Context: an optimization exercise on an open-source flow, tuned for a short achievable clock period and few clock cycles per item. The choices shown serve that exercise and are no tape-out recipe.
No functional check of the RTL was part of any run shown here.
Power is estimated from default activity; no workload was simulated.

==> design/flow/design.v <==
module axi4_lite_regfile_slave #(
  parameter int ADDRESS    = 32,
  parameter int DATA_WIDTH = 32,
  parameter int NUM_REGS   = 32
) (
  input  logic                    ACLK,
  input  logic                    ARESETN,
  input  logic [ADDRESS-1:0]      S_AWADDR,
  input  logic                    S_AWVALID,
  output logic                    S_AWREADY,
  input  logic [DATA_WIDTH-1:0]   S_WDATA,
  input  logic [DATA_WIDTH/8-1:0] S_WSTRB,
  input  logic                    S_WVALID,
  output logic                    S_WREADY,
  output logic [1:0]              S_BRESP,
  output logic                    S_BVALID,
  input  logic                    S_BREADY,
  input  logic [ADDRESS-1:0]      S_ARADDR,
  input  logic                    S_ARVALID,
  output logic                    S_ARREADY,
  output logic [DATA_WIDTH-1:0]   S_RDATA,
  output logic [1:0]              S_RRESP,
  output logic                    S_RVALID,
  input  logic                    S_RREADY
);
  localparam int SW    = DATA_WIDTH / 8;
  localparam int OFS   = $clog2(SW);
  localparam int IDX_W = (NUM_REGS > 1) ? $clog2(NUM_REGS) : 1;
  localparam logic [ADDRESS-1:0] NREGS_A = ADDRESS'(NUM_REGS);
  logic                  aw_v, w_v, cm;
  logic [IDX_W-1:0]      aw_idx;
  logic                  aw_ok;
  logic [DATA_WIDTH-1:0] w_data;
  logic [SW-1:0]         w_strb;
  logic                  awready_q, wready_q;
  logic                  aw_hs, w_hs, do_wr, wr_ok_eff, in_aw_ok;
  logic [ADDRESS-1:0]    in_aw_word;
  logic [1:0]            b_cnt, b_cnt_n, b_c1;
  logic                  b_e0, b_e1, b_e0_n, b_e1_n;
  logic                  bvalid_q, b_pop;
  logic [1:0]            r_cnt, r_cnt_n, r_c1;
  logic [DATA_WIDTH-1:0] r_d0, r_d1, r_d0_n, r_d1_n;
  logic                  r_e0, r_e1, r_e0_n, r_e1_n;
  logic                  rvalid_q, arready_q, r_pop, ar_hs, rd_ok;
  logic [ADDRESS-1:0]    rd_word;
  logic [IDX_W-1:0]      rd_idx;
  logic [DATA_WIDTH-1:0] rd_val;
  logic [NUM_REGS-1:0][DATA_WIDTH-1:0] mem;
  assign aw_hs      = S_AWVALID & awready_q;
  assign w_hs       = S_WVALID & wready_q;
  assign do_wr      = (aw_v | aw_hs) & (w_v | w_hs);
  assign in_aw_word = S_AWADDR >> OFS;
  assign in_aw_ok   = in_aw_word < NREGS_A;
  assign wr_ok_eff  = aw_v ? aw_ok : in_aw_ok;
  always_comb begin
    b_pop   = bvalid_q & S_BREADY;
    b_c1    = b_cnt - {1'b0, b_pop};
    b_e0_n  = b_pop ? b_e1 : b_e0;
    b_e1_n  = b_e1;
    if (do_wr) begin
      if (b_c1 == 2'd0) b_e0_n = ~wr_ok_eff;
      else              b_e1_n = ~wr_ok_eff;
    end
    b_cnt_n = b_c1 + {1'b0, do_wr};
  end
  always_ff @(posedge ACLK or negedge ARESETN) begin
    if (!ARESETN) begin
      aw_v      <= 1'b0;
      w_v       <= 1'b0;
      cm        <= 1'b0;
      aw_idx    <= '0;
      aw_ok     <= 1'b0;
      w_data    <= '0;
      w_strb    <= '0;
      awready_q <= 1'b1;
      wready_q  <= 1'b1;
      b_cnt     <= '0;
      b_e0      <= 1'b0;
      b_e1      <= 1'b0;
      bvalid_q  <= 1'b0;
    end else begin
      if (aw_hs) begin
        aw_idx <= in_aw_word[IDX_W-1:0];
        aw_ok  <= in_aw_ok;
      end
      if (w_hs) begin
        w_data <= S_WDATA;
        w_strb <= S_WSTRB;
      end
      aw_v      <= (aw_v | aw_hs) & ~do_wr;
      w_v       <= (w_v | w_hs) & ~do_wr;
      cm        <= do_wr;
      awready_q <= ~((aw_v | aw_hs) & ~do_wr) & (b_cnt_n != 2'd2);
      wready_q  <= ~((w_v | w_hs) & ~do_wr) & (b_cnt_n != 2'd2);
      b_cnt     <= b_cnt_n;
      b_e0      <= b_e0_n;
      b_e1      <= b_e1_n;
      bvalid_q  <= b_cnt_n != 2'd0;
    end
  end
  always_ff @(posedge ACLK or negedge ARESETN) begin
    if (!ARESETN) mem <= '0;
    else
      for (int r = 0; r < NUM_REGS; r++)
        for (int i = 0; i < SW; i++)
          if (cm && aw_ok && w_strb[i] && aw_idx == IDX_W'(r))
            mem[r][8*i +: 8] <= w_data[8*i +: 8];
  end
  assign ar_hs   = S_ARVALID & arready_q;
  assign rd_word = S_ARADDR >> OFS;
  assign rd_ok   = rd_word < NREGS_A;
  assign rd_idx  = rd_word[IDX_W-1:0];
  assign rd_val  = rd_ok ? mem[rd_idx] : '0;
  always_comb begin
    r_pop   = rvalid_q & S_RREADY;
    r_c1    = r_cnt - {1'b0, r_pop};
    r_d0_n  = r_pop ? r_d1 : r_d0;
    r_e0_n  = r_pop ? r_e1 : r_e0;
    r_d1_n  = r_d1;
    r_e1_n  = r_e1;
    if (ar_hs) begin
      if (r_c1 == 2'd0) begin
        r_d0_n = rd_val;
        r_e0_n = ~rd_ok;
      end else begin
        r_d1_n = rd_val;
        r_e1_n = ~rd_ok;
      end
    end
    r_cnt_n = r_c1 + {1'b0, ar_hs};
  end
  always_ff @(posedge ACLK or negedge ARESETN) begin
    if (!ARESETN) begin
      r_cnt     <= '0;
      r_d0      <= '0;
      r_d1      <= '0;
      r_e0      <= 1'b0;
      r_e1      <= 1'b0;
      rvalid_q  <= 1'b0;
      arready_q <= 1'b1;
    end else begin
      r_cnt     <= r_cnt_n;
      r_d0      <= r_d0_n;
      r_d1      <= r_d1_n;
      r_e0      <= r_e0_n;
      r_e1      <= r_e1_n;
      rvalid_q  <= r_cnt_n != 2'd0;
      arready_q <= r_cnt_n != 2'd2;
    end
  end
  assign S_AWREADY = awready_q;
  assign S_WREADY  = wready_q;
  assign S_ARREADY = arready_q;
  assign S_BVALID  = bvalid_q;
  assign S_BRESP   = {b_e0, 1'b0};
  assign S_RVALID  = rvalid_q;
  assign S_RRESP   = {r_e0, 1'b0};
  assign S_RDATA   = r_d0;
endmodule
==> design/flow/run.sh <==
#!/bin/bash
# synth_recipe.tcl (not shown) runs the flow's synth.tcl, then flattens the netlist and writes it again
# the make line also repeats each setting of config.mk as NAME=value (left out here)
make -C /OpenROAD-flow-scripts/flow DESIGN_CONFIG=/design/flow/config.mk WORK_HOME=/design/flow/orfs CLKGATE_MAP_FILE= SYNTH_SCRIPT=/design/flow/synth_recipe.tcl finish
==> design/flow/config.mk <==
export PLATFORM = sky130hd
export DESIGN_NAME = axi4_lite_regfile_slave
export DESIGN_NICKNAME = axi4_lite_regfile_slave
export VERILOG_FILES = /design/flow/design.v
export SDC_FILE = /design/flow/constraint.sdc
export NUM_CORES = 4
export LEC_CHECK = 0
export CAP_MARGIN = 20
export CORE_MARGIN = 2
export CORE_UTILIZATION = 40
export SLEW_MARGIN = 20
==> design/flow/constraint.sdc <==
create_clock -name core_clock -period 5.0 [get_ports {ACLK}]
set_input_delay 1.0000 -clock core_clock [delete_from_list [all_inputs] [get_ports {ACLK}]]
set_output_delay 1.0000 -clock core_clock [all_outputs]
set_load 0.01 [all_outputs]
==> summary.txt, run 1 <==
Post-synth top flop dfrtp_1; Synth Area in Simple Gates 3.93%; CTS root buffer clkbuf_16; Design Power 22.2 mW; hold buffer count at CTS 0; clock skew 0.0313 ns; syn_area_per_cell 14.8 um^2; Core Util, Final 45.8%; die width 370 um; maximum clock frequency 0.313 GHz; min Tclk post-route 3.19 ns; number of setup buffers added after CTS 0; vias in the first global route 32600; GPL Wtd Cong 0.807; WS Path Type reg -> reg; largest family of logic cells by synthesized area multiplexers; Worst Path Max Fanout 20; outcome timing/DRC/antenna clean; setup_tns 0 ns; final worst path period share 63.9%; post-route cell area 61000 um^2; placed cell count 5331; Rel. slew slack 20.8%; fin. max-slew vios 0; worst-skew pair later-pin latency 0.75 ns; Die Height 370 um; initial antenna violation count 1; Hold Violations, Final 0; R2R depth 3; Compound-Gate Fraction of Synth Area 2.53%; CTS sink cnt 1146; die area 137000 um^2; Synth-to-Final Area Change 14.1%; Port Buf Inserts 141; WL per Instance 26.1 um; total global-route track usage 21.5%; number of synthesized flops with an enable pin 0; slowest stage cell, crit path nor2_1; Post-Route WL 145000 um; clock-pin slew on the worst setup and hold paths 0.06 ns; worst hold path class in -> async; WP data required 5.61 ns; # rows 134; post-synthesis mux area share 37.5%; Startpoint Class flip-flop; DP Worst Slack 1.40 ns; DRC violation total after the first TritonRoute iteration 2231; leakage 28.3 nW; DP Wirelength 93500 um; first-pass GRT wire length 220000 um; number of library cell types mapped by synthesis 50; Buf/Inv on CP 0; Max Buffers Root-to-Sink 3; crit end category flip-flop; Final #Nets 3797; H-Tree Depth 3; cell area after synthesis 53400 um^2; Synth Area in Adders 0.0937%; Worst path top cell family by delay simple AND/OR/NAND/NOR gates; worst slew pin tran 1.18 ns; Num CTS Buffers 121; flops & latches, synth 1146; Worst R2R End mem[368]; GR Overflow Total 0; post-CTS resize count 0; Cell Pwr Density 365 nW/um^2; part of the Yosys area used for sequential elements 53.7%; slowest cell delay on critical path 1.09 ns; grt met2 use 33.3%; arrival time worst endpoint 3.81 ns; Via Count 31600; Post-DRT Antenna Nets 0; fraction of layout cells with a size suffix above 1 42.8%; number of vias per cell 5.69; Worst R2R Start aw_ok; cells after synthesis 3608; XOR/XNOR Fraction of Synth Area 0.0656%; worst vdd ir 0.292 mV; Critical Path Start aw_ok; met1 usage 30.6%; largest net degree at the start of global routing 146; core region area 133000 um^2; final worst setup slack 1.81 ns; Top Usage Layer GRT met2; Worst R2R Setup Slack 1.81 ns; Non-Filler Instances 5557; RSZ-0062 raised after global routing false; Initial Util 40.2%; First-pass DRT Iterations 5; Hold Slack 0.281 ns; met3 GRT Util 4.47%; CTS tree built; Max Cap Viol 0; post-placement cell area 56900 um^2; final setup vio count 0; Async S/R FF share, synth 100%; drt drc 0; crit-path cells nand3_1 > nor2_1 > mux2_2; Yosys Warn Count 1; IO Pins 148
## synth_stat cells, drive strengths merged (3+ instances only)
library cell  instances  area [um^2]
nor2                133          539
nand2               256          961
mux2i               106         1060
nand2b                6         37.5
inv                   9         33.8
o21ai                41          205
nor4                 11         68.8
nand4                10         62.6
clkbuf              189          709
and2                  6         37.5
o211ai                8         60.1
nand3                39          195
a32oi                54          473
dfrtp              1143        28600
dfstp                 3         78.8
o221ai               32          280
nor3                  6         40.0
and3                  5         31.3
buf                  75          460
nor2b                 9         56.3
ha                    4         50.1
mux2               1129        12700
o31ai                34          255
mux4                277         6240
a21oi                 3         15.0
## report_power, final
group	switching, mW	internal [mW]	total, mW
sequential	1.22	9.51	10.7
clock	3.80	5.39	9.19
combinational	1.56	0.759	2.31
## placed cells by master, fill, tap and decap left out, types with 32 or more instances in the layout
cell	instances
dfrtp_1	1125
mux2_2	1023
mux4_2	277
nand2_1	253
clkdlybuf4s50_1	135
nor2_1	122
clkbuf_16	122
mux2i_1	106
mux2_1	106
a32oi_1	54
buf_4	54
nand3_1	39
o21ai_1	38
o31ai_1	34
clkbuf_8	34
clkbuf_1	33
o221ai_1	32
## sequential cells by signal, summed over array words and instances (netlist names), 2 cells and up
register	flops
r_cnt	2
w_strb	4
mem	1024
w_data	32
aw_idx	5
b_cnt	2
r_d0	32
r_d1	32
## worst max-delay path by stage
stage,slack (ns),cells after the start,endpoint
floorplan,1.57,10,r_d0[11]
global placement,1.39,6,r_d1[12]
detailed placement,1.40,6,r_d1[8]
CTS,1.74,3,mem[498]
global route,1.68,3,mem[498]
finish,1.81,3,mem[368]
## worst reg2reg max path: stages (launching register included)
cell and delay (ns):
dfrtp_1 0.69, nand3_1 0.89, nor2_1 1.10, mux2_2 0.42
## area by class of cell
cell class,instances,area (um^2)
tap,1768,2210
inverter,9,38.8
timing repair buffer,218,2290
sequential,1146,28700
multi-input combinational,2190,23600
fill,11800,72000
clock inverter,32,425
clock buffer,189,3640
antenna,5,12.5
## kinds of logic after synthesis
logic type,Yosys count
buffers and inverters,273
AO/OA/AOI/OAI,178
AND/OR/NAND/NOR,490
flip-flops,1146
XOR/XNOR,4
adder cells (fa/ha/maj),4
multiplexers,1512
other,1
## routing by layer
layer | up-vias | share of wire, %
li1 | 13600 | -
met1 | 17000 | 45
met2 | 783 | 47
met3 | 192 | 5.9
met4 | 0 | 2.2
met5 | - | 0
==> run 2: changes to the inputs <==
--- a/design/flow/config.mk
+++ b/design/flow/config.mk
@@ -5,7 +5,9 @@
 export SDC_FILE = /design/flow/constraint.sdc
 export NUM_CORES = 4
 export LEC_CHECK = 0
+export ABC_CLOCK_PERIOD_IN_PS = 2000
 export CAP_MARGIN = 20
 export CORE_MARGIN = 2
 export CORE_UTILIZATION = 40
+export SETUP_SLACK_MARGIN = 3.2
 export SLEW_MARGIN = 20
==> run 2 against run 1 <==
Effect of this change:
- still clean
- maximum frequency rose by 32%
- core utilization rose by 8.3 points
- first-iteration DRC count rose by 25%
- count of clock-buffer cells in the layout rose by 11
- clock skew fell by 0.0020 ns
- synthesized cell count did not move
- via count rose by 9.4%
- sequential cell count did not move
- setup slack improved by 0.78 ns
- cell area rose by 18%
- largest power group unchanged
==> summary.txt, run 2 <==
worst hold path class in -> async (unchanged); number of vias per cell 5.84 (was 5.69); Post-synth top flop dfrtp_1 (unchanged); drt drc 0 (unchanged); cells after synthesis 3608 (unchanged); Max Buffers Root-to-Sink 3 (unchanged); part of the Yosys area used for sequential elements 53.7% (unchanged); setup_tns 0 ns (unchanged); GPL Wtd Cong 0.791 (was 0.807); Die Height 370 um (unchanged); CTS root buffer clkbuf_16 (unchanged); Startpoint Class flip-flop (unchanged); Top reg by flops mem (unchanged); GR Overflow Total 0 (unchanged); total global-route track usage 24.8% (was 21.5%); CTS sink cnt 1146 (unchanged); leakage 32.2 nW (was 28.3 nW); final worst path period share 48.3% (was 63.9%); Num CTS Buffers 131 (was 121); # rows 134 (unchanged); number of synthesized flops with an enable pin 0 (unchanged); flops & latches, synth 1146 (unchanged); Cell Pwr Density 355 nW/um^2 (was 365 nW/um^2); die area 137000 um^2 (unchanged); Non-Filler Instances 5917 (was 5557); worst vdd ir 0.248 mV (was 0.292 mV); die width 370 um (unchanged); Port Buf Inserts 141 (unchanged); Post-Route WL 172000 um (was 145000 um); Buf/Inv on CP 1 (was 0); slowest stage cell, crit path dfrtp_2 (was nor2_1); Worst Path Max Fanout 2 (was 20); first-pass GRT wire length 250000 um (was 220000 um); IO Pins 148 (unchanged); Final #Nets 4158 (was 3797); H-Tree Depth 4 (was 3); leading cell type in the layout, fill and taps excluded dfrtp_1 (unchanged); WL per Instance 29.1 um (was 26.1 um); Post-DRT Antenna Nets 0 (unchanged); Worst R2R Setup Slack 2.77 ns (was 1.81 ns); Hold Violations, Final 0 (unchanged); synth cell count leaders dfrtp_1 (1143), mux2_2 (1023), mux4_2 (277) (unchanged); max reg flops 1024 (unchanged); Worst path top cell family by delay flip-flops (was simple AND/OR/NAND/NOR gates); Rel. slew slack 19.1% (was 20.8%); outcome timing/DRC/antenna clean (unchanged); arrival time worst endpoint 1.42 ns (was 3.81 ns); Worst R2R Start aw_idx[2] (was aw_ok); area leader, netlist dfrtp_1 (unchanged); CTS tree built (unchanged); Async S/R FF share, synth 100% (unchanged); maximum clock frequency 0.414 GHz (was 0.313 GHz); number of library cell types mapped by synthesis 50 (unchanged); final setup vio count 0 (unchanged); Via Count 34600 (was 31600); largest net degree at the start of global routing 154 (was 146); WP data required 4.00 ns (was 5.61 ns); R2R depth 10 (was 3); clock-pin slew on the worst setup and hold paths 0.07 ns (was 0.06 ns); crit-path cells buf_6 (was nand3_1 > nor2_1 > mux2_2); First-pass DRT Iterations 7 (was 5); fraction of layout cells with a size suffix above 1 58.6% (was 42.8%); RSZ-0062 raised after global routing true (was false); vias in the first global route 36400 (was 32600); worst-skew pair later-pin latency 0.75 ns (about the same); initial antenna violation count 3 (was 1); WS Path Type reg -> out (was reg -> reg); Worst R2R End mem[873] (was mem[368]); DP Wirelength 93900 um (was 93500 um); post-synth top area share 53.5% (unchanged); cell area after synthesis 53400 um^2 (unchanged); core region area 133000 um^2 (unchanged); Max Cap Viol 0 (unchanged); Initial Util 40.2% (unchanged); most numerous cell in the Yosys netlist dfrtp_1 (unchanged); placed cell count 5332 (was 5331); crit end category output port (was flip-flop); ranking of synthesized cells by area dfrtp_1 (54%), mux2_2 (22%), mux4_2 (12%) (unchanged); DRC violation total after the first TritonRoute iteration 2793 (was 2231); min Tclk post-route 2.42 ns (was 3.19 ns); worst slew pin tran 1.21 ns (was 1.18 ns); Synth-to-Final Area Change 34.6% (was 14.1%); fin. max-slew vios 0 (unchanged); Yosys Warn Count 1 (unchanged); syn_area_per_cell 14.8 um^2 (unchanged); clock skew 0.0292 ns (was 0.0313 ns); slowest cell delay on critical path 0.50 ns (was 1.09 ns); most frequent cells in the layout dfrtp_1 (1109), mux2_4 (578), mux2_2 (532), mux4_2 (277), nand2_1 (179) (was dfrtp_1 (1125), mux2_2 (1023), mux4_2 (277), nand2_1 (253), clkdlybuf4s50_1 (135))
## run 2: cell counts after synthesis
Identical to the previous run, type by type.
## run 2: worst reg2reg max path: cells and delay by family (launching register included)
family / cells / cell delay [ns]
and+or+nand+nor: 3 / 0.50
DFF: 1 / 0.46
buffers and inverters: 6 / 0.83
muxes: 1 / 0.31
## run 2: metrics by stage
step                      hold slack, ns  utilization, %  area [um^2]  power, mW  worst slack [ns]
final                              0.171            54.1        71900       25.5              2.58
after detailed placement           0.467            43.0        57200       13.3              1.22
after floorplan                    0.448               -        54100       11.9              2.34
after global routing               0.181            54.1        71900       26.3              2.58
after global placement             0.462            43.0        57200       13.3              1.25
after CTS                          0.156            52.1        69300       25.0              2.57
## run 2: report_power, final
| group | leakage (nW) | internal (mW) | total, mW | switching [mW] |
|---|---|---|---|---|
| Combinational | 14.1 | 1.90 | 4.78 | 2.88 |
| Clock | 2.23 | 6.09 | 10.0 | 3.94 |
| Sequential | 15.8 | 9.52 | 10.7 | 1.18 |
| Total | 32.2 | 17.5 | 25.5 | 7.99 |
## run 2: cell type report
| cell class | instances | area, um^2 |
|---|---|---|
| fillers | 10400 | 61000 |
| flip-flops and latches | 1146 | 28700 |
| multi-input cells | 2198 | 28500 |
| repair buffers | 561 | 7890 |
| clock buffers | 200 | 4060 |
| well taps | 1768 | 2210 |
| clock inverters | 34 | 440 |
| inverters | 9 | 50.0 |
| diodes | 1 | 2.50 |
## run 2: worst max path at each step
stage	slack [ns]	to	startpoint	depth (start not counted)
floorplan	2.34	r_d1[1]	S_ARADDR[3]	7
global placement	1.25	r_d1[20]	S_ARADDR[31]	7
detailed placement	1.22	r_d1[20]	S_ARADDR[31]	7
CTS	2.57	S_RDATA[11]	r_d0[11]	1
global route	2.58	S_RDATA[11]	r_d0[11]	1
finish	2.58	S_RDATA[12]	r_d0[12]	1
## run 2: cell families (layout without fill, tap and decap cells)
kind of cell | Yosys count | after routing | share of synthesized area, %
simple gates | 490 | 498 | 3.93
other cells | 1 | 3 | 0.00702
fa+ha+maj | 4 | 4 | 0.0937
buf+inv | 273 | 804 | 2.25
mux | 1512 | 1512 | 37.5
compound gates | 178 | 178 | 2.53
flops | 1146 | 1146 | 53.7
xor+xnor | 4 | 4 | 0.0656
## run 2: metal layers
layer / up-vias / track usage, % / part of all wire, %
li1: 14300 / - / -
met1: 18800 / 34.1 / 43
met2: 1049 / 39.1 / 47
met3: 339 / 4.97 / 6.0
met4: 0 / 9.02 / 4.1
met5: - / 0 / 0
## run 2: what timing repair did
action                                 4_1_cts  5_1_grt
setup endpoints to repair                 1167     1162
resized for setup                         1033      524
gates cloned                                40        0
buffers inserted                           260       50
endpoints found under the hold margin        0        0
hold buffers                                 0        0
pin swaps                                  184      170
==> run 3: changes to the inputs <==
--- a/design/flow/config.mk
+++ b/design/flow/config.mk
@@ -9,5 +9,5 @@
 export CAP_MARGIN = 20
 export CORE_MARGIN = 2
 export CORE_UTILIZATION = 40
-export SETUP_SLACK_MARGIN = 3.2
+export SETUP_SLACK_MARGIN = 2.5
 export SLEW_MARGIN = 20
==> run 3 against run 2 <==
Effect of this change:
- clock power fell by 5%
- cell area fell by 14%
- synthesized area did not move
- hold slack improved by 0.12 ns
- count of clock-buffer cells in the layout fell by 5
- first-iteration DRC count fell by 22%
- combinational power fell by 51%
- synthesized cell count did not move
- highest routed layer is now met5
- sequential share of layout area rose by 6.3 points
- sequential cell count did not move
- non-clock buffer count fell by 324
- final cell count fell by 5.7%
==> summary.txt, run 3 <==
fin. max-slew vios 0 (unchanged); Startpoint Class flip-flop (unchanged); leading cell type in the layout, fill and taps excluded dfrtp_1 (unchanged); Async S/R FF share, synth 100% (unchanged); Worst R2R Setup Slack 2.43 ns (was 2.77 ns); Hold Slack 0.294 ns (was 0.171 ns); min Tclk post-route 2.57 ns (was 2.42 ns); die width 370 um (unchanged); final setup vio count 0 (unchanged); Pint 15.9 mW (was 17.5 mW); CTS tree built (unchanged); total global-route track usage 21.2% (was 24.8%); Yosys Warn Count 1 (unchanged); IO Pins 148 (unchanged); post-placement cell area 57000 um^2 (was 57200 um^2); hold buffer count at CTS 0 (unchanged); ranking of synthesized cells by area dfrtp_1 (54%), mux2_2 (22%), mux4_2 (12%) (unchanged); Fill cells 11600 (was 10400); Antenna diodes 0 (was 1); vias in the first global route 33000 (was 36400); Hold Violations, Final 0 (unchanged); post-route cell area 62200 um^2 (was 71900 um^2); worst-skew pair later-pin latency 0.75 ns (about the same); First-pass DRT Iterations 5 (was 7); Core Util, Final 46.8% (was 54.1%); Top reg by flops mem (unchanged); post-synth top area share 53.5% (unchanged); placed cell count 5328 (was 5332); synth cell count leaders dfrtp_1 (1143), mux2_2 (1023), mux4_2 (277) (unchanged); switching power 6.71 mW (was 7.99 mW); DP Wirelength 92100 um (was 93900 um); number of library cell types mapped by synthesis 50 (unchanged); most frequent cells in the layout dfrtp_1 (1116), mux2_2 (1023), mux4_2 (277), nand2_1 (237), clkbuf_16 (139) (was dfrtp_1 (1109), mux2_4 (578), mux2_2 (532), mux4_2 (277), nand2_1 (179)); Die Height 370 um (unchanged); arrival time worst endpoint 3.19 ns (was 1.42 ns); Cell Pwr Density 364 nW/um^2 (was 355 nW/um^2); number of vias per cell 5.66 (was 5.84); Design Power 22.6 mW (was 25.5 mW); Max Cap Viol 0 (unchanged); CTS root buffer clkbuf_16 (unchanged); syn_area_per_cell 14.8 um^2 (unchanged); Synth-to-Final Area Change 16.3% (was 34.6%); WP data required 5.61 ns (was 4.00 ns); area leader, netlist dfrtp_1 (unchanged); Port Buf Inserts 141 (unchanged); DRC violation total after the first TritonRoute iteration 2173 (was 2793); switch share 29.6% (was 31.3%); part of the Yosys area used for sequential elements 53.7% (unchanged); clock skew 0.0369 ns (was 0.0292 ns); leakage 28.7 nW (was 32.2 nW); Rel. slew slack 25.9% (was 19.1%); final worst path period share 51.5% (was 48.3%); H-Tree Depth 4 (unchanged); core region area 133000 um^2 (unchanged); drt drc 0 (unchanged); die area 137000 um^2 (unchanged); Post-DRT Antenna Nets 0 (unchanged); Post-synth top flop dfrtp_1 (unchanged); final worst setup slack 2.43 ns (was 2.58 ns); WS Path Type reg -> reg (was reg -> out); max reg flops 1024 (unchanged); outcome timing/DRC/antenna clean (unchanged); Num CTS Buffers 130 (was 131); Non-Filler Instances 5579 (was 5917); cell area after synthesis 53400 um^2 (unchanged); cells after synthesis 3608 (unchanged); Initial Util 40.2% (unchanged); worst vdd ir 0.423 mV (was 0.248 mV); first-pass GRT wire length 218000 um (was 250000 um); crit end category flip-flop (was output port); most numerous cell in the Yosys netlist dfrtp_1 (unchanged); fraction of layout cells with a size suffix above 1 46.8% (was 58.6%); CTS sink cnt 1146 (unchanged); largest net degree at the start of global routing 151 (was 154); GR Overflow Total 0 (unchanged); setup_tns 0 ns (unchanged); Clk network pwr share 42.0% (was 39.3%); clock-pin slew on the worst setup and hold paths 0.06 ns (was 0.07 ns); # rows 134 (unchanged); Worst Path Max Fanout 11 (was 2); Final #Nets 3826 (was 4158); flops & latches, synth 1146 (unchanged); Post-Route WL 143000 um (was 172000 um); Logic pwr share 10.4% (was 18.7%); Max Buffers Root-to-Sink 3 (unchanged); RSZ-0062 raised after global routing true (unchanged); worst slew pin tran 1.11 ns (was 1.21 ns); Seq pwr share 47.7% (was 41.9%); worst hold path class in -> async (unchanged); DP Worst Slack 1.48 ns (was 1.22 ns); number of synthesized flops with an enable pin 0 (unchanged); WL per Instance 25.7 um (was 29.1 um); initial antenna violation count 0 (was 3); Via Count 31600 (was 34600); maximum clock frequency 0.389 GHz (was 0.414 GHz); GPL Wtd Cong 0.799 (was 0.791)
[run 3: changes by cell type in the layout (fill, tap and decap cells not counted), sizes merged, moves of 3 or more]
cell	previous run	this run
nand2	261	256
inv	12	15
clkdlybuf4s15	8	22
clkinv	18	21
bufinv	10	4
buf	461	102
dlymetal6s2s	11	0
clkdlybuf4s50	63	96
clkbuf	205	198
bufbuf	4	0
dlygate4sd2	9	14
[run 3: worst paths after layout]
| kind | start | endpoint | depth (start not counted) |
|---|---|---|---|
| worst max-delay path | aw_idx[3] | mem[7] | 4 |
| worst min-delay path | ARESETN | mem[476] | 1 |
| worst max register to register | aw_idx[3] | mem[7] | 4 |
| worst min register to register | r_d1[20] | r_d1[20] | 2 |
| max in group asynchronous | ARESETN | w_data[13] | 2 |
| min in group core_clock | r_d1[20] | r_d1[20] | 2 |
[run 3: final cells by class]
| type | count | area (um^2) | share of cell area (%) |
|---|---|---|---|
| tap | 1768 | 2210 | 3.56 |
| sequential | 1146 | 28700 | 46.2 |
| clock buffer | 195 | 3920 | 6.30 |
| inverter | 9 | 38.8 | 0.0624 |
| clock inverter | 33 | 353 | 0.568 |
| multi-input combinational | 2191 | 24400 | 39.3 |
| timing repair buffer | 237 | 2530 | 4.07 |
[run 3: logic make-up after synthesis]
group                    count (synthesis)  share of synthesized area (%)
multiplexers                          1512                           37.5
flip-flops                            1146                           53.7
AND/OR/NAND/NOR                        490                           3.93
buffers and inverters                  273                           2.25
AO/OA/AOI/OAI                          178                           2.53
adder cells (fa/ha/maj)                  4                         0.0937
XOR/XNOR                                 4                         0.0656
other                                    1                        0.00702
[run 3: what timing repair did]
| item | in CTS | in global routing |
|---|---|---|
| pin swaps | 3 | 6 |
| cloned | 0 | 4 |
| hold endpoints to repair | 0 | 0 |
| setup endpoints to repair | 866 | 823 |
| buffers inserted | 13 | 5 |
| gates resized for setup | 208 | 49 |
[run 3: metal layers]
metal	vias up	share of wire, %	GRT usage, %
met2	763	47	33.4
met1	17000	45	30.0
met3	197	5.5	3.90
li1	13700	-	-
met4	2	2.1	5.59
met5	-	0.060	0.427
[run 3: power by group through the flow]
stage                     registers [mW]  logic (mW)  clock network [mW]
final                               10.8        2.35                9.50
after global routing                10.9        2.52                10.1
after CTS                           10.8        2.28                9.71
after detailed placement            10.9        2.21                   0
after global placement              11.0        2.11                   0
after floorplan                     9.88        1.87                   0
[run 3: critical path, cell delays in order, from the launching register on]
cell and delay [ns]:
dfrtp_1 0.49, or3_1 0.44, nor3_2 0.55, nand2_1 0.50, mux2_1 0.45
==> run 4: changes to the inputs <==
--- a/design/flow/design.v
+++ b/design/flow/design.v
@@ -28,7 +28,7 @@
   localparam int IDX_W = (NUM_REGS > 1) ? $clog2(NUM_REGS) : 1;
   localparam logic [ADDRESS-1:0] NREGS_A = ADDRESS'(NUM_REGS);
   logic                  aw_v, w_v, cm;
-  logic [IDX_W-1:0]      aw_idx;
+  logic [NUM_REGS-1:0]   aw_sel;    
   logic                  aw_ok;
   logic [DATA_WIDTH-1:0] w_data;
   logic [SW-1:0]         w_strb;
@@ -68,7 +68,7 @@
       aw_v      <= 1'b0;
       w_v       <= 1'b0;
       cm        <= 1'b0;
-      aw_idx    <= '0;
+      aw_sel    <= '0;
       aw_ok     <= 1'b0;
       w_data    <= '0;
       w_strb    <= '0;
@@ -80,7 +80,8 @@
       bvalid_q  <= 1'b0;
     end else begin
       if (aw_hs) begin
-        aw_idx <= in_aw_word[IDX_W-1:0];
+        for (int r = 0; r < NUM_REGS; r++)
+          aw_sel[r] <= in_aw_ok && in_aw_word[IDX_W-1:0] == IDX_W'(r);
         aw_ok  <= in_aw_ok;
       end
       if (w_hs) begin
@@ -103,7 +104,7 @@
     else
       for (int r = 0; r < NUM_REGS; r++)
         for (int i = 0; i < SW; i++)
-          if (cm && aw_ok && w_strb[i] && aw_idx == IDX_W'(r))
+          if (cm && aw_sel[r] && w_strb[i])
             mem[r][8*i +: 8] <= w_data[8*i +: 8];
   end
   assign ar_hs   = S_ARVALID & arready_q;
--- a/design/flow/config.mk
+++ b/design/flow/config.mk
@@ -8,6 +8,7 @@
 export ABC_CLOCK_PERIOD_IN_PS = 2000
 export CAP_MARGIN = 20
 export CORE_MARGIN = 2
-export CORE_UTILIZATION = 40
-export SETUP_SLACK_MARGIN = 2.5
+export CORE_UTILIZATION = 70
+export PLACE_DENSITY = 0.8
+export SETUP_SLACK_MARGIN = 3.3
 export SLEW_MARGIN = 20
==> run 4 against run 3 <==
Effect of this change:
- global-route usage up 19 points
- combinational power up 44%
- highest routed layer unchanged
- synthesized area about the same
- largest cell class unchanged
- count of clock-buffer cells in the layout down 21
==> summary.txt, run 4 <==
CTS sink cnt 1173 (was 1146); worst-skew pair later-pin latency 0.71 ns (was 0.75 ns); Async S/R FF share, synth 100% (unchanged); post-synth top area share 54.8% (was 53.5%); die width 280 um (was 370 um); flops & latches, synth 1173 (was 1146); vias in the first global route 36200 (was 33000); cells after synthesis 3543 (was 3608); crit end category flip-flop (unchanged); # rows 101 (was 134); total global-route track usage 40.0% (was 21.2%); arrival time worst endpoint 3.03 ns (was 3.19 ns); clock skew 0.0194 ns (was 0.0369 ns); min Tclk post-route 2.44 ns (was 2.57 ns); GR Overflow Total 0 (unchanged); Compound-Gate Fraction of Synth Area 2.27% (was 2.53%); CTS root buffer clkbuf_16 (unchanged); RSZ-0062 raised after global routing true (unchanged); worst hold path class in -> async (unchanged); Worst R2R Start rvalid_q (was aw_idx[3]); Top reg by flops mem (unchanged); Synth Area in Simple Gates 3.54% (was 3.93%); synth cell count leaders dfrtp_1 (1170), mux2_2 (1093), nand2_1 (273) (was dfrtp_1 (1143), mux2_2 (1023), mux4_2 (277)); worst vdd ir 0.447 mV (was 0.423 mV); Synth-to-Final Area Change 26.2% (was 16.3%); Synth Area in Adders 0.0937% (about the same); syn_area_per_cell 15.1 um^2 (was 14.8 um^2); Hold Violations, Final 0 (unchanged); H-Tree Depth 3 (was 4); Die Height 280 um (was 370 um); most frequent cells in the layout dfrtp_1 (1115), mux2_2 (661), mux2_4 (433), mux4_2 (256), nand2_1 (139) (was dfrtp_1 (1116), mux2_2 (1023), mux4_2 (277), nand2_1 (237), clkbuf_16 (139)); most numerous cell in the Yosys netlist dfrtp_1 (unchanged); ranking of synthesized cells by area dfrtp_1 (55%), mux2_2 (23%), mux4_2 (11%) (was dfrtp_1 (54%), mux2_2 (22%), mux4_2 (12%)); leading cell type in the layout, fill and taps excluded dfrtp_1 (unchanged); Post-Route WL 179000 um (was 143000 um); Via Count 36200 (was 31600); Yosys Warn Count 1 (unchanged); Max Cap Viol 0 (unchanged); GPL Wtd Cong 0.834 (was 0.799); WL per Instance 36.6 um (was 25.7 um); leakage 33.4 nW (was 28.7 nW); DP Wirelength 82600 um (was 92100 um); IO Pins 148 (unchanged); Startpoint Class input port (was flip-flop); largest net degree at the start of global routing 132 (was 151); Port Buf Inserts 141 (unchanged); XOR/XNOR Fraction of Synth Area 0.0656% (about the same); initial antenna violation count 4 (was 0); outcome timing/DRC/antenna clean (unchanged); Num CTS Buffers 115 (was 130); number of synthesized flops with an enable pin 0 (unchanged); CTS tree built (unchanged); core region area 75800 um^2 (was 133000 um^2); final setup vio count 0 (unchanged); Fill cells 2642 (was 11600); DRC violation total after the first TritonRoute iteration 4140 (was 2173); final worst path period share 48.8% (was 51.5%); max reg flops 1024 (unchanged); first-pass GRT wire length 231000 um (was 218000 um); Core Util, Final 88.9% (was 46.8%); fraction of layout cells with a size suffix above 1 58.7% (was 46.8%); Max Buffers Root-to-Sink 3 (unchanged); number of vias per cell 7.38 (was 5.66); WP data required 5.59 ns (was 5.61 ns); maximum clock frequency 0.410 GHz (was 0.389 GHz); WS Path Type in -> reg (was reg -> reg); clock-pin slew on the worst setup and hold paths 0.07 ns (was 0.06 ns); drt drc 0 (unchanged); Worst Path Max Fanout 8 (was 11); number of library cell types mapped by synthesis 43 (was 50); setup_tns 0 ns (unchanged); post-synthesis mux area share 36.6% (was 37.5%); Post-synth top flop dfrtp_1 (unchanged); First-pass DRT Iterations 6 (was 5); Cell Pwr Density 358 nW/um^2 (was 364 nW/um^2); Rel. slew slack 10.4% (was 25.9%); fin. max-slew vios 0 (unchanged); Critical Path Start S_ARADDR[17] (was aw_idx[3]); Final #Nets 3929 (was 3826); Initial Util 70.5% (was 40.2%); Post-DRT Antenna Nets 0 (unchanged); area leader, netlist dfrtp_1 (unchanged); hold buffer count at CTS 0 (unchanged); largest family of logic cells by synthesized area multiplexers (unchanged); part of the Yosys area used for sequential elements 54.9% (was 53.7%); die area 78600 um^2 (was 137000 um^2); worst slew pin tran 1.34 ns (was 1.11 ns); cell area after synthesis 53400 um^2 (about the same)
run 4: changes by cell type in the layout (fill, tap and decap cells not counted), moves of 54 or more:
cell / delta
buf_6: +71
mux2_2: -362
nor2_4: -63
mux2_1: -106
a32oi_1: -54
clkdlybuf4s50_1: -54
nand2_8: +77
nand2_1: -98
mux2_4: +433
run 4: final timing paths:
path / cells after the start / to / slack, ns
setup / recovery: 10 / r_d0[18] / 2.56
hold / removal: 1 / r_d1[24] / 0.30
setup reg to reg: 13 / r_d0[18] / 2.57
hold reg to reg: 2 / r_d1[30] / 0.49
max in group asynchronous: 2 / aw_sel[23] / 3.46
min in group core_clock: 2 / r_d1[30] / 0.49
run 4: metal layers:
layer | GRT usage, % | vias to the layer above | routed length (um)
li1 | - | 13600 | -
met1 | 53.4 | 18900 | 62500
met2 | 61.4 | 2647 | 82100
met3 | 9.61 | 970 | 19800
met4 | 21.9 | 2 | 15100
met5 | 0 | - | 18
run 4: final cells by class:
cell class / count / area [um^2] / area share (%)
Tap cell: 978 / 1220 / 1.82
Sequential cell: 1173 / 29400 / 43.6
Clock inverter: 41 / 492 / 0.729
Multi-Input combinational cell: 2105 / 27300 / 40.5
Antenna cell: 3 / 7.51 / 0.0111
Timing Repair Buffer: 412 / 5430 / 8.06
Clock buffer: 174 / 3510 / 5.21
Inverter: 11 / 52.6 / 0.0779
run 4: where the power goes:
group,internal [mW],switching (mW)
clock,5.35,3.92
sequential,9.70,1.76
combinational,1.52,1.86
total,16.6,7.54
run 4: per-stage QoR:
stage / setup WS, ns / std cells / power (mW) / area (um^2) / hold slack (ns)
after global routing: 2.54 / 4894 / 24.6 / 67400 / 0.342
after floorplan: 2.46 / 3544 / 11.9 / 54000 / 0.443
after CTS: 2.65 / 4816 / 22.8 / 63700 / 0.426
after global placement: 1.28 / 4449 / 12.8 / 55800 / 0.456
final: 2.56 / 4897 / 24.1 / 67400 / 0.301
after detailed placement: 1.12 / 4449 / 13.0 / 55800 / 0.469
run 4: critical path: stages:
cell	delay, ns
dlygate4sd2_1	0.23
nor3_1	0.26
nand3_2	0.17
buf_4	0.19
nor4_4	0.27
buf_6	0.24
buf_12	0.20
buf_12	0.13
o211ai_1	0.13
o211ai_1	0.18
run 4: repair_timing:
item	in CTS	in global routing
cloned	43	6
gates resized for setup	799	646
setup buffers	109	72
setup endpoints to repair	1254	1539
pin swaps	91	50
run 4: kinds of logic after synthesis:
logic type | after synthesis
AO/OA/AOI/OAI | 145
XOR/XNOR | 4
adder cells (fa/ha/maj) | 4
buffers and inverters | 276
flip-flops | 1173
multiplexers | 1497
other | 1
AND/OR/NAND/NOR | 443
==> run 5: changes to the inputs <==
==> design/flow/config.mk (replaced) <==
export PLATFORM = sky130hd
export DESIGN_NAME = axi4_lite_regfile_slave
export DESIGN_NICKNAME = axi4_lite_regfile_slave
export VERILOG_FILES = /design/flow/design.v
export SDC_FILE = /design/flow/constraint.sdc
export NUM_CORES = 4
export LEC_CHECK = 0
export ABC_CLOCK_PERIOD_IN_PS = 1500
export CAP_MARGIN = 20
export CORE_MARGIN = 2
export CORE_UTILIZATION = 55
export PLACE_DENSITY = 0.7
export SETUP_SLACK_MARGIN = 3.5
export SLEW_MARGIN = 20
==> run 5 against run 4 <==
Effect of this change:
- critical endpoint is now S_RVALID
- register-to-register slack improved by 0.04 ns
- still clean
- synthesized area did not move
- largest cell class is now multi-input gates
- maximum frequency rose by 0.75%
- final cell count rose by 6.6%
- clock power rose by 5.7%
==> summary.txt, run 5 <==
outcome timing/DRC/antenna clean (unchanged); synth cell count leaders dfrtp_1 (1170), mux2_2 (1093), nand2_1 (273) (unchanged); Top reg by flops mem (unchanged); Num CTS Buffers 130 (was 115); Max Cap Viol 0 (unchanged); Worst Path Max Fanout 3 (was 8); largest net degree at the start of global routing 143 (was 132); Synth-to-Final Area Change 34.9% (was 26.2%); number of library cell types mapped by synthesis 43 (unchanged); crit end category output port (was flip-flop); Post-synth top flop dfrtp_1 (unchanged); Worst path top cell family by delay flip-flops (was buffers and inverters); initial antenna violation count 3 (was 4); met1 WL 68100 um (was 62500 um); Fill cells 5340 (was 2642); Antenna diodes 0 (was 3); crit-path cells buf_6 (was dlygate4sd2_1 > nor3_1 > nand3_2 > buf_4 > nor4_4 > buf_6 > buf_12 > buf_12 > o211ai_1 > o211ai_1); Multi-input gate area 30700 um^2 (was 27300 um^2); RSZ-0062 raised after global routing true (unchanged); Hold Violations, Final 0 (unchanged); max layer used met5 (unchanged); syn_area_per_cell 15.1 um^2 (unchanged); CTS tree built (unchanged); clock-pin slew on the worst setup and hold paths 0.07 ns (about the same); worst vdd ir 0.320 mV (was 0.447 mV); Max Buffers Root-to-Sink 3 (unchanged); fin. max-slew vios 0 (unchanged); Post-Route WL 174000 um (was 179000 um); Buf/Inv on CP 1 (was 5); final setup vio count 0 (unchanged); worst hold path class in -> async (unchanged); area leader, netlist dfrtp_1 (unchanged); Post-DRT Antenna Nets 0 (unchanged); Core Util, Final 74.8% (was 88.9%); vias in the first global route 36900 (was 36200); first-pass GRT wire length 249000 um (was 231000 um); WS Path Type reg -> out (was in -> reg); leakage 35.8 nW (was 33.4 nW); Die Height 316 um (was 280 um); core region area 96400 um^2 (was 75800 um^2); GR Overflow Total 0 (unchanged); slowest stage cell, crit path dfrtp_2 (was nor4_4); Initial Util 55.4% (was 70.5%); number of synthesized flops with an enable pin 0 (unchanged); First-pass DRT Iterations 7 (was 6); ranking of synthesized cells by area dfrtp_1 (55%), mux2_2 (23%), mux4_2 (11%) (unchanged); final worst setup slack 2.58 ns (was 2.56 ns); arrival time worst endpoint 1.42 ns (was 3.03 ns); DRC violation total after the first TritonRoute iteration 3313 (was 4140); Final #Nets 3953 (was 3929); post-synth top area share 54.8% (unchanged); drt drc 0 (unchanged); Startpoint Class flip-flop (was input port); cell area after synthesis 53400 um^2 (unchanged); Yosys Warn Count 1 (unchanged); WL per Instance 33.3 um (was 36.6 um); IO Pins 148 (unchanged); most numerous cell in the Yosys netlist dfrtp_1 (unchanged); Rel. slew slack 37.7% (was 10.4%); Port Buf Inserts 141 (unchanged); metal3 WL 15200 um (was 19800 um); clock skew 0.0319 ns (was 0.0194 ns); Cell Pwr Density 352 nW/um^2 (was 358 nW/um^2); cells after synthesis 3543 (unchanged); total global-route track usage 34.2% (was 40.0%); hold buffer count at CTS 0 (unchanged); CTS root buffer clkbuf_16 (unchanged); flops & latches, synth 1173 (unchanged); GPL Wtd Cong 0.840 (was 0.834); slowest cell delay on critical path 0.51 ns (was 0.27 ns); H-Tree Depth 4 (was 3); die area 99700 um^2 (was 78600 um^2); worst slew pin tran 0.934 ns (was 1.34 ns); Via Count 34300 (was 36200); routed length on met2 80600 um (was 82100 um); setup_tns 0 ns (unchanged); number of vias per cell 6.58 (was 7.38); part of the Yosys area used for sequential elements 54.9% (unchanged); CTS sink cnt 1173 (unchanged); fraction of layout cells with a size suffix above 1 60.3% (was 58.7%); worst-skew pair later-pin latency 0.75 ns (was 0.71 ns); max reg flops 1024 (unchanged); FF+latch area 29400 um^2 (about the same); die width 316 um (was 280 um); final worst path period share 48.5% (was 48.8%); Async S/R FF share, synth 100% (unchanged); DP Worst Slack 1.05 ns (was 1.12 ns); # rows 114 (was 101); maximum clock frequency 0.413 GHz (was 0.410 GHz); min Tclk post-route 2.42 ns (was 2.44 ns); DP Wirelength 86500 um (was 82600 um); leading cell type in the layout, fill and taps excluded dfrtp_1 (unchanged); most frequent cells in the layout dfrtp_1 (1101), mux2_4 (1060), mux4_2 (256), clkbuf_16 (146), nand2_8 (130) (was dfrtp_1 (1115), mux2_2 (661), mux2_4 (433), mux4_2 (256), nand2_1 (139)); WP data required 4.00 ns (was 5.59 ns)
-- run 5: cell counts after synthesis --
Identical to the previous run, type by type.
-- run 5: final cells by class --
class / instances / area share, %
Timing Repair Buffer: 424 / 8.19
Multi-Input combinational cell: 2102 / 42.6
Sequential cell: 1173 / 40.8
Tap cell: 1276 / 2.21
Clock buffer: 205 / 5.68
Clock inverter: 27 / 0.380
Inverter: 11 / 0.0798
-- run 5: final timing paths --
path / startpoint / end / slack (ns) / cells past startpoint
worst max-delay path: rvalid_q / S_RVALID / 2.58 / 1
worst min-delay path: ARESETN / mem[89] / 0.15 / 1
worst max register to register: rvalid_q / r_d0[16] / 2.61 / 12
worst min register to register: r_d1[27] / r_d1[27] / 0.49 / 2
max in group asynchronous: ARESETN / w_data[15] / 3.73 / 3
min in group core_clock: r_d1[27] / r_d1[27] / 0.49 / 2
-- run 5: kinds of logic (layout without fill, tap and decap cells) --
group | count (synthesis) | after routing | share of synthesized area, %
buffers and inverters | 276 | 667 | 2.49
AND/OR/NAND/NOR | 443 | 450 | 3.54
flip-flops | 1173 | 1173 | 54.9
AO/OA/AOI/OAI | 145 | 145 | 2.27
other | 1 | 2 | 0.00702
adder cells (fa/ha/maj) | 4 | 4 | 0.0937
multiplexers | 1497 | 1497 | 36.6
XOR/XNOR | 4 | 4 | 0.0656
-- run 5: power by group --
part	total, mW	switching (mW)	leakage [nW]	internal, mW
Sequential	11.5	1.77	16.2	9.71
Combinational	4.12	2.21	17.5	1.90
Clock	9.80	3.94	2.17	5.86
-- run 5: repair_timing --
action,4_1_cts,5_1_grt
setup endpoints to repair,1811,1568
gates resized for setup,1399,628
pin swaps,90,45
cloned,54,7
setup buffers,141,29
-- run 5: per-layer routing --
layer | vias to the layer above | track usage [%]
met5 | - | 0
met4 | 4 | 16.6
met3 | 523 | 9.22
met2 | 1585 | 52.6
met1 | 18600 | 45.4
li1 | 13600 | -
-- run 5: metrics by stage --
stage	power (mW)	cell area [um^2]	hold WS (ns)	instances
2_1_floorplan	12.3	55100	0.443	3544
3_3_place_gp	13.2	57200	0.456	4755
3_5_place_dp	13.4	57200	0.468	4755
4_1_cts	24.8	69100	0.254	5182
5_1_grt	26.0	72100	0.165	5218
6_report	25.4	72100	0.149	5218

static timing again, ports no longer ideal:
The flow's constraints put no driver on any port. The routed layouts listed below were extracted and timed again, unchanged, in two steps.
Step 1 sets driving cells, clkbuf_16 on the clock port and buf_2 on the other inputs (assumed; they add their load-dependent delay and slew).
Step 2 moves the port delays by t, midway between the first and last clock arrival at a register: inputs arrive t later, outputs are due t later. That takes back most of the time a late clock gives input paths.
Three values: ideal, step 1, step 2; two values: the first two.
| run | t (ns) | setup WS [ns] | worst setup path at the end | cell pins on the clock port's net |
|---|---|---|---|---|
| run 1 | 0.803 | 1.805 / 1.805 / 1.418 | input to register | 1 |
| run 2 | 0.811 | 2.583 / 2.505 / 1.731 | input to register | 1 |
| run 3 | 0.814 | 2.426 / 2.426 / 1.687 | input to register | 1 |
| run 4 | 0.772 | 2.559 / 2.208 / 1.436 | input to register | 1 |
| run 5 | 0.812 | 2.577 / 2.483 / 1.671 | input to register | 1 |
After both steps setup and hold are still met in every run listed. For run 4, which loses most, drivers alone change the setup slack by -0.351 ns; drivers and shift together by -1.123 ns.
